From an optimization exercise on the open Yosys and OpenROAD flow, aimed at small area and a short achievable clock period; shortcuts taken in it are not production practice. Where RTL was checked, it was by simulation tests only, not by an equivalence proof against the original. No activity file was given, so power comes from the tool's default toggle rates.

==> tundra: inputs <==
==> flow/design.v <==
module unified_mem_rsel #(
    parameter int WA = 4
) (
    input  logic            d_req,
    input  logic [WA-1:0]   d_wa,
    input  logic [WA-1:0]   f_wa,
    output logic [2**WA-1:0] sel
);
    always_comb begin
        for (int w = 0; w < 2 ** WA; w++)
            sel[w] = d_req ? (d_wa == WA'(w)) : (f_wa == WA'(w));
    end
endmodule
module unified_mem_rbit #(
    parameter int N = 16
) (
    input  logic [N-1:0] sel,
    input  logic [N-1:0] d,
    output logic         q
);
    assign q = |(sel & d);
endmodule
module unified_mem_ao4 #(
    parameter int W = 8
) (
    input  logic [3:0]   c,
    input  logic [W-1:0] d0, d1, d2, d3,
    output logic [W-1:0] r
);
    assign r = ({W{c[0]}} & d0) | ({W{c[1]}} & d1) | ({W{c[2]}} & d2) | ({W{c[3]}} & d3);
endmodule
module unified_mem_ao3 #(
    parameter int W = 8
) (
    input  logic [2:0]   c,
    input  logic [W-1:0] d0, d1,
    input  logic         s,
    output logic [W-1:0] r
);
    assign r = ({W{c[0]}} & d0) | ({W{c[1]}} & d1) | {W{c[2] & s}};
endmodule
module unified_mem_ao2 #(
    parameter int W = 16
) (
    input  logic [1:0]   c,
    input  logic [W-1:0] d0,
    input  logic         s,
    output logic [W-1:0] r
);
    assign r = ({W{c[0]}} & d0) | {W{c[1] & s}};
endmodule
module unified_mem_ldsel (
    input  logic        ld_ok,
    input  logic [2:0]  f3,
    input  logic [1:0]  a,
    output logic [3:0]  bsel,    
    output logic [1:0]  hsel,    
    output logic        lw,      
    output logic        sxb,     
    output logic        sxw,     
    output logic [3:0]  tx       
);
    logic sb, sh;
    assign sb      = ~f3[2] & ~f3[1] & ~f3[0];
    assign sh      = ~f3[2] & ~f3[1] & f3[0];
    assign lw      = ld_ok & (f3[1:0] == 2'b10);
    assign hsel[0] = ld_ok & (f3[1:0] == 2'b01) & ~a[1] | lw;
    assign hsel[1] = ld_ok & (f3[1:0] == 2'b01) & a[1];
    always_comb begin
        bsel = '0;
        if (ld_ok && f3[1:0] == 2'b00) bsel[a] = 1'b1;
    end
    assign sxb = ld_ok & sb;
    assign sxw = ld_ok & (sb | sh);
    assign tx  = {(sb & a == 2'd3) | (sh & a[1]), sb & a == 2'd2,
                  (sb & a == 2'd1) | (sh & ~a[1]), sb & a == 2'd0};
endmodule
module unified_mem_sgnw (
    input  logic [3:0] tx,
    input  logic [3:0] d,
    output logic       s
);
    assign s = |(tx & d);
endmodule
module unified_mem_ldfmt (
    input  logic [3:0]  bsel,
    input  logic [1:0]  hsel,
    input  logic        lw,
    input  logic        sxb,
    input  logic        sxw,
    input  logic        sgn,
    input  logic [31:0] w,
    output logic [31:0] r
);
    unified_mem_ao4 #(.W(8)) u_b0 (
        .c({bsel[3], bsel[2] | hsel[1], bsel[1], bsel[0] | hsel[0]}),
        .d0(w[7:0]), .d1(w[15:8]), .d2(w[23:16]), .d3(w[31:24]), .r(r[7:0])
    );
    unified_mem_ao3 #(.W(8)) u_b1 (
        .c({sxb, hsel[1], hsel[0]}), .d0(w[15:8]), .d1(w[31:24]), .s(sgn), .r(r[15:8])
    );
    unified_mem_ao2 #(.W(16)) u_h1 (
        .c({sxw, lw}), .d0(w[31:16]), .s(sgn), .r(r[31:16])
    );
endmodule
module unified_mem_pipe #(
    parameter int ADDR_W   = 6,
    parameter int READ_LAT = 1,
    parameter int CNT_W    = 16
) (
    input  logic              clk,
    input  logic              rst_n,
    input  logic              if_req,
    input  logic [ADDR_W-1:0] if_addr,
    output logic              if_ready,
    output logic              if_valid,
    output logic [31:0]       if_rdata,
    input  logic              d_req,
    input  logic              d_we,
    input  logic [2:0]        d_funct3,
    input  logic [ADDR_W-1:0] d_addr,
    input  logic [31:0]       d_wdata,
    output logic              d_ready,
    output logic              d_valid,
    output logic [31:0]       d_rdata,
    output logic              d_err,
    output logic [CNT_W-1:0]  conflict_cnt
);
    localparam int WA    = ADDR_W - 2;
    localparam int WORDS = 2 ** WA;
    logic [31:0]       mem [WORDS];
    logic              d_acc;
    logic              if_acc;
    logic              d_err_c;
    logic              d_wr;
    logic              ld_ok;
    logic [3:0]        be;
    logic [31:0]       wd;
    logic [WORDS-1:0]  rsel;
    logic [31:0]       rd_word;
    logic [31:0]       ld_val;
    logic [CNT_W-1:0]  cnt_q;
    logic              d_vld_p0_q;
    logic              d_err_p0_q;
    logic [31:0]       d_rdata_p0_q;
    logic              if_vld_p0_q;
    logic [31:0]       if_rdata_p0_q;
    function automatic logic acc_err(input logic we, input logic [2:0] f3, input logic [1:0] a);
        logic e;
        case (f3)
            3'b000:  e = 1'b0;
            3'b001:  e = a[0];
            3'b010:  e = (a != 2'b00);
            3'b100:  e = we;
            3'b101:  e = we | a[0];
            default: e = 1'b1;
        endcase
        acc_err = e;
    endfunction
    assign d_ready  = rst_n;
    assign if_ready = rst_n & ~d_req;
    assign d_acc    = rst_n & d_req;
    assign if_acc   = rst_n & if_req & ~d_req;
    assign d_err_c  = acc_err(d_we, d_funct3, d_addr[1:0]);
    assign d_wr     = d_acc & d_we & ~d_err_c;
    assign ld_ok    = d_acc & ~d_we & ~d_err_c;
    always_comb begin
        case (d_funct3[1:0])
            2'b00:   be = 4'b0001 << d_addr[1:0];
            2'b01:   be = d_addr[1] ? 4'b1100 : 4'b0011;
            default: be = 4'b1111;
        endcase
    end
    assign wd[7:0]   = d_wdata[7:0];
    assign wd[15:8]  = (d_funct3[1:0] == 2'b00) ? d_wdata[7:0] : d_wdata[15:8];
    assign wd[23:16] = d_funct3[1] ? d_wdata[23:16] : d_wdata[7:0];
    assign wd[31:24] = d_funct3[1] ? d_wdata[31:24] :
                       (d_funct3[0] ? d_wdata[15:8] : d_wdata[7:0]);
    always_ff @(posedge clk) begin
        for (int k = 0; k < 4; k++)
            if (d_wr && be[k]) mem[d_addr[ADDR_W-1:2]][8*k +: 8] <= wd[8*k +: 8];
    end
    unified_mem_rsel #(.WA(WA)) u_rsel (
        .d_req(d_req), .d_wa(d_addr[ADDR_W-1:2]), .f_wa(if_addr[ADDR_W-1:2]), .sel(rsel)
    );
    for (genvar b = 0; b < 32; b++) begin : g_rbit
        logic [WORDS-1:0] col;
        for (genvar w = 0; w < WORDS; w++) begin : g_col
            assign col[w] = mem[w][b];
        end
        unified_mem_rbit #(.N(WORDS)) u_rbit (.sel(rsel), .d(col), .q(rd_word[b]));
    end
    logic [3:0] ld_bsel;
    logic [1:0] ld_hsel;
    logic       ld_lw, ld_sxb, ld_sxw;
    logic [3:0] ld_tx;
    logic [WORDS-1:0] sgn_col;
    logic       rd_sgn;
    unified_mem_ldsel u_ldsel (
        .ld_ok(ld_ok), .f3(d_funct3), .a(d_addr[1:0]), .bsel(ld_bsel), .hsel(ld_hsel),
        .lw(ld_lw), .sxb(ld_sxb), .sxw(ld_sxw), .tx(ld_tx)
    );
    for (genvar w = 0; w < WORDS; w++) begin : g_sgn
        unified_mem_sgnw u_sgnw (
            .tx(ld_tx), .d({mem[w][31], mem[w][23], mem[w][15], mem[w][7]}), .s(sgn_col[w])
        );
    end
    unified_mem_rbit #(.N(WORDS)) u_rsgn (.sel(rsel), .d(sgn_col), .q(rd_sgn));
    unified_mem_ldfmt u_ldfmt (
        .bsel(ld_bsel), .hsel(ld_hsel), .lw(ld_lw), .sxb(ld_sxb), .sxw(ld_sxw), .sgn(rd_sgn),
        .w(rd_word), .r(ld_val)
    );
    always_ff @(posedge clk or negedge rst_n) begin
        if (!rst_n) begin
            d_vld_p0_q    <= 1'b0;
            d_err_p0_q    <= 1'b0;
            d_rdata_p0_q  <= '0;
            if_vld_p0_q   <= 1'b0;
            if_rdata_p0_q <= '0;
            cnt_q         <= '0;
        end else begin
            d_vld_p0_q    <= d_acc;
            d_err_p0_q    <= d_acc & d_err_c;
            d_rdata_p0_q  <= ld_val;
            if_vld_p0_q   <= if_acc;
            if_rdata_p0_q <= if_acc ? rd_word : '0;
            if (if_req && d_req && !(&cnt_q)) cnt_q <= cnt_q + CNT_W'(1);
        end
    end
    generate
        if (READ_LAT >= 2) begin : g_lat2
            logic        d_vld_p1_q;
            logic        d_err_p1_q;
            logic [31:0] d_rdata_p1_q;
            logic        if_vld_p1_q;
            logic [31:0] if_rdata_p1_q;
            always_ff @(posedge clk or negedge rst_n) begin
                if (!rst_n) begin
                    d_vld_p1_q    <= 1'b0;
                    d_err_p1_q    <= 1'b0;
                    d_rdata_p1_q  <= '0;
                    if_vld_p1_q   <= 1'b0;
                    if_rdata_p1_q <= '0;
                end else begin
                    d_vld_p1_q    <= d_vld_p0_q;
                    d_err_p1_q    <= d_err_p0_q;
                    d_rdata_p1_q  <= d_rdata_p0_q;
                    if_vld_p1_q   <= if_vld_p0_q;
                    if_rdata_p1_q <= if_rdata_p0_q;
                end
            end
            assign d_valid  = d_vld_p1_q;
            assign d_err    = d_err_p1_q;
            assign d_rdata  = d_rdata_p1_q;
            assign if_valid = if_vld_p1_q;
            assign if_rdata = if_rdata_p1_q;
        end else begin : g_lat1
            assign d_valid  = d_vld_p0_q;
            assign d_err    = d_err_p0_q;
            assign d_rdata  = d_rdata_p0_q;
            assign if_valid = if_vld_p0_q;
            assign if_rdata = if_rdata_p0_q;
        end
    endgenerate
    assign conflict_cnt = cnt_q;
endmodule
==> flow/flow/run.sh <==
#!/bin/bash
# Standard synthesis, then the standard layout with these changes: ports are buffered with
# buf_2 instead of the resizer's default pick, repair may resize a cell to any cell of the
# same function (not only the same footprint), and the clock tree uses smaller buffers,
# larger sink clusters and no dummy loads. Each make's full output goes to its own log.
set -euo pipefail
bash standard.sh synth > synth.log 2>&1
bash standard.sh MATCH_CELL_FOOTPRINT=0 \
  "BUFFER_PORTS_ARGS=-buffer_cell sky130_fd_sc_hd__buf_2" \
  "CTS_ARGS=-sink_clustering_enable -repair_clock_nets -dont_use_dummy_load -sink_clustering_size 16 -sink_clustering_max_diameter 60 -buf_list {sky130_fd_sc_hd__clkbuf_4 sky130_fd_sc_hd__clkbuf_8}" \
  finish > layout.log 2>&1
==> flow/standard.sh <==
#!/bin/bash
# synth_recipe.tcl (not shown) runs the flow's synth.tcl, then flattens the netlist and writes it again
# the make line also repeats each setting of config.mk as NAME=value (left out here)
make -C /OpenROAD-flow-scripts/flow DESIGN_CONFIG=/design/flow/config.mk WORK_HOME=/design/flow/orfs CLKGATE_MAP_FILE= SYNTH_SCRIPT=/design/flow/synth_recipe.tcl "${@:-finish}"
==> flow/config.mk <==
export PLATFORM = sky130hd
export DESIGN_NAME = unified_mem_pipe
export DESIGN_NICKNAME = unified_mem_pipe
export VERILOG_FILES = /design/flow/design.v
export SDC_FILE = /design/flow/constraint.sdc
export NUM_CORES = 4
export LEC_CHECK = 0
export CAP_MARGIN = 20
export CORE_MARGIN = 2
export CORE_UTILIZATION = 30
export SETUP_SLACK_MARGIN = 2.9
export SLEW_MARGIN = 20
export SYNTH_HIERARCHICAL = 1
==> flow/constraint.sdc <==
create_clock -name core_clock -period 5.5 [get_ports {clk}]
set_input_delay 1.1000 -clock core_clock [delete_from_list [all_inputs] [get_ports {clk}]]
set_output_delay 1.1000 -clock core_clock [all_outputs]
set_load 0.01 [all_outputs]
==> inputs of garnet, as changes to tundra <==
==> flow/design.v, changed modules only <==
module unified_mem_rbit8 (
    input  logic [7:0] sel,
    input  logic [7:0] d,
    output logic       q
);
    assign q = |(sel & d);
endmodule
module unified_mem_rbit #(
    parameter int N = 16
) (
    input  logic [N-1:0] sel,
    input  logic [N-1:0] d,
    output logic         q
);
    logic q0, q1;
    unified_mem_rbit8 u_lo (.sel(sel[7:0]),  .d(d[7:0]),  .q(q0));
    unified_mem_rbit8 u_hi (.sel(sel[15:8]), .d(d[15:8]), .q(q1));
    assign q = q0 | q1;
endmodule
- CORE_UTILIZATION: 30 -> 50
- SETUP_SLACK_MARGIN: 2.9 -> 3.2
- TNS_END_PERCENT: unset -> 0
==> inputs of raven, as changes to tundra <==
==> flow/design.v, changed modules only <==
module unified_mem_rbit8 (
    input  logic [7:0] sel,
    input  logic [7:0] d,
    output logic       q
);
    assign q = |(sel & d);
endmodule
module unified_mem_ao4 #(
    parameter int W = 8
) (
    input  logic [3:0]   c,
    input  logic [W-1:0] l0, l1, l2, l3,
    input  logic [W-1:0] h0, h1, h2, h3,
    output logic [W-1:0] r
);
    assign r = ({W{c[0]}} & (l0 | h0)) | ({W{c[1]}} & (l1 | h1)) |
               ({W{c[2]}} & (l2 | h2)) | ({W{c[3]}} & (l3 | h3));
endmodule
module unified_mem_ao3 #(
    parameter int W = 8
) (
    input  logic [2:0]   c,
    input  logic [W-1:0] l0, l1, h0, h1,
    input  logic         sl, sh,
    output logic [W-1:0] r
);
    assign r = ({W{c[0]}} & (l0 | h0)) | ({W{c[1]}} & (l1 | h1)) | {W{c[2] & (sl | sh)}};
endmodule
module unified_mem_ao2 #(
    parameter int W = 16
) (
    input  logic [1:0]   c,
    input  logic [W-1:0] l0, h0,
    input  logic         sl, sh,
    output logic [W-1:0] r
);
    assign r = ({W{c[0]}} & (l0 | h0)) | {W{c[1] & (sl | sh)}};
endmodule
module unified_mem_ldfmt (
    input  logic [3:0]  bsel,
    input  logic [1:0]  hsel,
    input  logic        lw,
    input  logic        sxb,
    input  logic        sxw,
    input  logic        sgn_l,
    input  logic        sgn_h,
    input  logic [31:0] wl,
    input  logic [31:0] wh,
    output logic [31:0] r
);
    unified_mem_ao4 #(.W(8)) u_b0 (
        .c({bsel[3], bsel[2] | hsel[1], bsel[1], bsel[0] | hsel[0]}),
        .l0(wl[7:0]), .l1(wl[15:8]), .l2(wl[23:16]), .l3(wl[31:24]),
        .h0(wh[7:0]), .h1(wh[15:8]), .h2(wh[23:16]), .h3(wh[31:24]), .r(r[7:0])
    );
    unified_mem_ao3 #(.W(8)) u_b1 (
        .c({sxb, hsel[1], hsel[0]}), .l0(wl[15:8]), .l1(wl[31:24]), .h0(wh[15:8]),
        .h1(wh[31:24]), .sl(sgn_l), .sh(sgn_h), .r(r[15:8])
    );
    unified_mem_ao2 #(.W(16)) u_h1 (
        .c({sxw, lw}), .l0(wl[31:16]), .h0(wh[31:16]), .sl(sgn_l), .sh(sgn_h), .r(r[31:16])
    );
endmodule
module unified_mem_ifrdy (
    input  logic rst_n,
    input  logic d_req,
    output logic if_ready
);
    assign if_ready = rst_n & ~d_req;
endmodule
module unified_mem_pipe #(
    parameter int ADDR_W   = 6,
    parameter int READ_LAT = 1,
    parameter int CNT_W    = 16
) (
    input  logic              clk,
    input  logic              rst_n,
    input  logic              if_req,
    input  logic [ADDR_W-1:0] if_addr,
    output logic              if_ready,
    output logic              if_valid,
    output logic [31:0]       if_rdata,
    input  logic              d_req,
    input  logic              d_we,
    input  logic [2:0]        d_funct3,
    input  logic [ADDR_W-1:0] d_addr,
    input  logic [31:0]       d_wdata,
    output logic              d_ready,
    output logic              d_valid,
    output logic [31:0]       d_rdata,
    output logic              d_err,
    output logic [CNT_W-1:0]  conflict_cnt
);
    localparam int WA    = ADDR_W - 2;
    localparam int WORDS = 2 ** WA;
    logic [31:0]       mem [WORDS];
    logic              d_acc;
    logic              if_acc;
    logic              d_err_c;
    logic              d_wr;
    logic              ld_ok;
    logic [3:0]        be;
    logic [31:0]       wd;
    logic [WORDS-1:0]  rsel;
    logic [31:0]       rd_lo;
    logic [31:0]       rd_hi;
    logic [31:0]       ld_val;
    logic [CNT_W-1:0]  cnt_q;
    logic              d_vld_p0_q;
    logic              d_err_p0_q;
    logic [31:0]       d_rdata_p0_q;
    logic              if_vld_p0_q;
    logic [31:0]       if_rdata_p0_q;
    function automatic logic acc_err(input logic we, input logic [2:0] f3, input logic [1:0] a);
        logic e;
        case (f3)
            3'b000:  e = 1'b0;
            3'b001:  e = a[0];
            3'b010:  e = (a != 2'b00);
            3'b100:  e = we;
            3'b101:  e = we | a[0];
            default: e = 1'b1;
        endcase
        acc_err = e;
    endfunction
    assign d_ready  = rst_n;
    unified_mem_ifrdy u_ifrdy (.rst_n(rst_n), .d_req(d_req), .if_ready(if_ready));
    assign d_acc    = rst_n & d_req;
    assign if_acc   = rst_n & if_req & ~d_req;
    assign d_err_c  = acc_err(d_we, d_funct3, d_addr[1:0]);
    assign d_wr     = d_acc & d_we & ~d_err_c;
    assign ld_ok    = d_acc & ~d_we & ~d_err_c;
    always_comb begin
        case (d_funct3[1:0])
            2'b00:   be = 4'b0001 << d_addr[1:0];
            2'b01:   be = d_addr[1] ? 4'b1100 : 4'b0011;
            default: be = 4'b1111;
        endcase
    end
    assign wd[7:0]   = d_wdata[7:0];
    assign wd[15:8]  = (d_funct3[1:0] == 2'b00) ? d_wdata[7:0] : d_wdata[15:8];
    assign wd[23:16] = d_funct3[1] ? d_wdata[23:16] : d_wdata[7:0];
    assign wd[31:24] = d_funct3[1] ? d_wdata[31:24] :
                       (d_funct3[0] ? d_wdata[15:8] : d_wdata[7:0]);
    always_ff @(posedge clk) begin
        for (int k = 0; k < 4; k++)
            if (d_wr && be[k]) mem[d_addr[ADDR_W-1:2]][8*k +: 8] <= wd[8*k +: 8];
    end
    unified_mem_rsel #(.WA(WA)) u_rsel (
        .d_req(d_req), .d_wa(d_addr[ADDR_W-1:2]), .f_wa(if_addr[ADDR_W-1:2]), .sel(rsel)
    );
    for (genvar b = 0; b < 32; b++) begin : g_rbit
        logic [WORDS-1:0] col;
        for (genvar w = 0; w < WORDS; w++) begin : g_col
            assign col[w] = mem[w][b];
        end
        unified_mem_rbit8 u_lo (.sel(rsel[7:0]),  .d(col[7:0]),  .q(rd_lo[b]));
        unified_mem_rbit8 u_hi (.sel(rsel[15:8]), .d(col[15:8]), .q(rd_hi[b]));
    end
    logic [3:0] ld_bsel;
    logic [1:0] ld_hsel;
    logic       ld_lw, ld_sxb, ld_sxw;
    logic [3:0] ld_tx;
    logic [WORDS-1:0] sgn_col;
    logic       sgn_lo, sgn_hi;
    unified_mem_ldsel u_ldsel (
        .ld_ok(ld_ok), .f3(d_funct3), .a(d_addr[1:0]), .bsel(ld_bsel), .hsel(ld_hsel),
        .lw(ld_lw), .sxb(ld_sxb), .sxw(ld_sxw), .tx(ld_tx)
    );
    for (genvar w = 0; w < WORDS; w++) begin : g_sgn
        unified_mem_sgnw u_sgnw (
            .tx(ld_tx), .d({mem[w][31], mem[w][23], mem[w][15], mem[w][7]}), .s(sgn_col[w])
        );
    end
    unified_mem_rbit8 u_sgn_lo (.sel(rsel[7:0]),  .d(sgn_col[7:0]),  .q(sgn_lo));
    unified_mem_rbit8 u_sgn_hi (.sel(rsel[15:8]), .d(sgn_col[15:8]), .q(sgn_hi));
    unified_mem_ldfmt u_ldfmt (
        .bsel(ld_bsel), .hsel(ld_hsel), .lw(ld_lw), .sxb(ld_sxb), .sxw(ld_sxw),
        .sgn_l(sgn_lo), .sgn_h(sgn_hi), .wl(rd_lo), .wh(rd_hi), .r(ld_val)
    );
    always_ff @(posedge clk or negedge rst_n) begin
        if (!rst_n) begin
            d_vld_p0_q    <= 1'b0;
            d_err_p0_q    <= 1'b0;
            d_rdata_p0_q  <= '0;
            if_vld_p0_q   <= 1'b0;
            if_rdata_p0_q <= '0;
            cnt_q         <= '0;
        end else begin
            d_vld_p0_q    <= d_acc;
            d_err_p0_q    <= d_acc & d_err_c;
            d_rdata_p0_q  <= ld_val;
            if_vld_p0_q   <= if_acc;
            if_rdata_p0_q <= if_acc ? (rd_lo | rd_hi) : '0;
            if (if_req && d_req && !(&cnt_q)) cnt_q <= cnt_q + CNT_W'(1);
        end
    end
    generate
        if (READ_LAT >= 2) begin : g_lat2
            logic        d_vld_p1_q;
            logic        d_err_p1_q;
            logic [31:0] d_rdata_p1_q;
            logic        if_vld_p1_q;
            logic [31:0] if_rdata_p1_q;
            always_ff @(posedge clk or negedge rst_n) begin
                if (!rst_n) begin
                    d_vld_p1_q    <= 1'b0;
                    d_err_p1_q    <= 1'b0;
                    d_rdata_p1_q  <= '0;
                    if_vld_p1_q   <= 1'b0;
                    if_rdata_p1_q <= '0;
                end else begin
                    d_vld_p1_q    <= d_vld_p0_q;
                    d_err_p1_q    <= d_err_p0_q;
                    d_rdata_p1_q  <= d_rdata_p0_q;
                    if_vld_p1_q   <= if_vld_p0_q;
                    if_rdata_p1_q <= if_rdata_p0_q;
                end
            end
            assign d_valid  = d_vld_p1_q;
            assign d_err    = d_err_p1_q;
            assign d_rdata  = d_rdata_p1_q;
            assign if_valid = if_vld_p1_q;
            assign if_rdata = if_rdata_p1_q;
        end else begin : g_lat1
            assign d_valid  = d_vld_p0_q;
            assign d_err    = d_err_p0_q;
            assign d_rdata  = d_rdata_p0_q;
            assign if_valid = if_vld_p0_q;
            assign if_rdata = if_rdata_p0_q;
        end
    endgenerate
    assign conflict_cnt = cnt_q;
endmodule
// module unified_mem_rbit removed
- CORE_UTILIZATION: 30 -> 65
- TNS_END_PERCENT: unset -> 0
==> comparison <==
- Of raven and garnet, garnet has the higher critical path depth (gap 4).
- Of raven and garnet, garnet has the higher count of clock-buffer cells in the layout (gap 1).
- Of raven and tundra, tundra has the higher register-to-register slack (gap 0.04 ns).
- Maximum frequency: tundra < raven < garnet.
- Total power, lowest first: raven, garnet, tundra.
- Flip-flop and latch count is the same in tundra and raven.
Function not checked in tundra and raven: the RTL went through the layout flow alone.

static timing again, ports no longer ideal:
How much do the figures lean on ideal ports? The routed layouts below were timed once more, with nothing changed but the port constraints.
Step 1 sets driving cells, clkbuf_16 on the clock port and buf_2 on the other inputs (assumed; they add their load-dependent delay and slew).
Step 2 moves the port delays by t, midway between the first and last clock arrival at a register: inputs arrive t later, outputs are due t later. That takes back most of the time a late clock gives input paths.
a / b / c = no drivers / after step 1 / after step 2; a / b = the first two.
| run | t, ns | setup WS [ns] | worst slew at a driven data input, ns |
|---|---|---|---|
| tundra | 0.694 | 2.726 / 2.594 / 1.900 | 0.38 |
| garnet | 0.703 | 2.885 / 2.702 / 2.000 | 0.30 |
| raven | 0.673 | 2.790 / 2.749 / 2.134 | 0.09 |
After both steps every run listed still meets setup and hold. The setup slack of garnet, which loses most, moves by -0.183 ns with the drivers and by -0.885 ns with both steps.
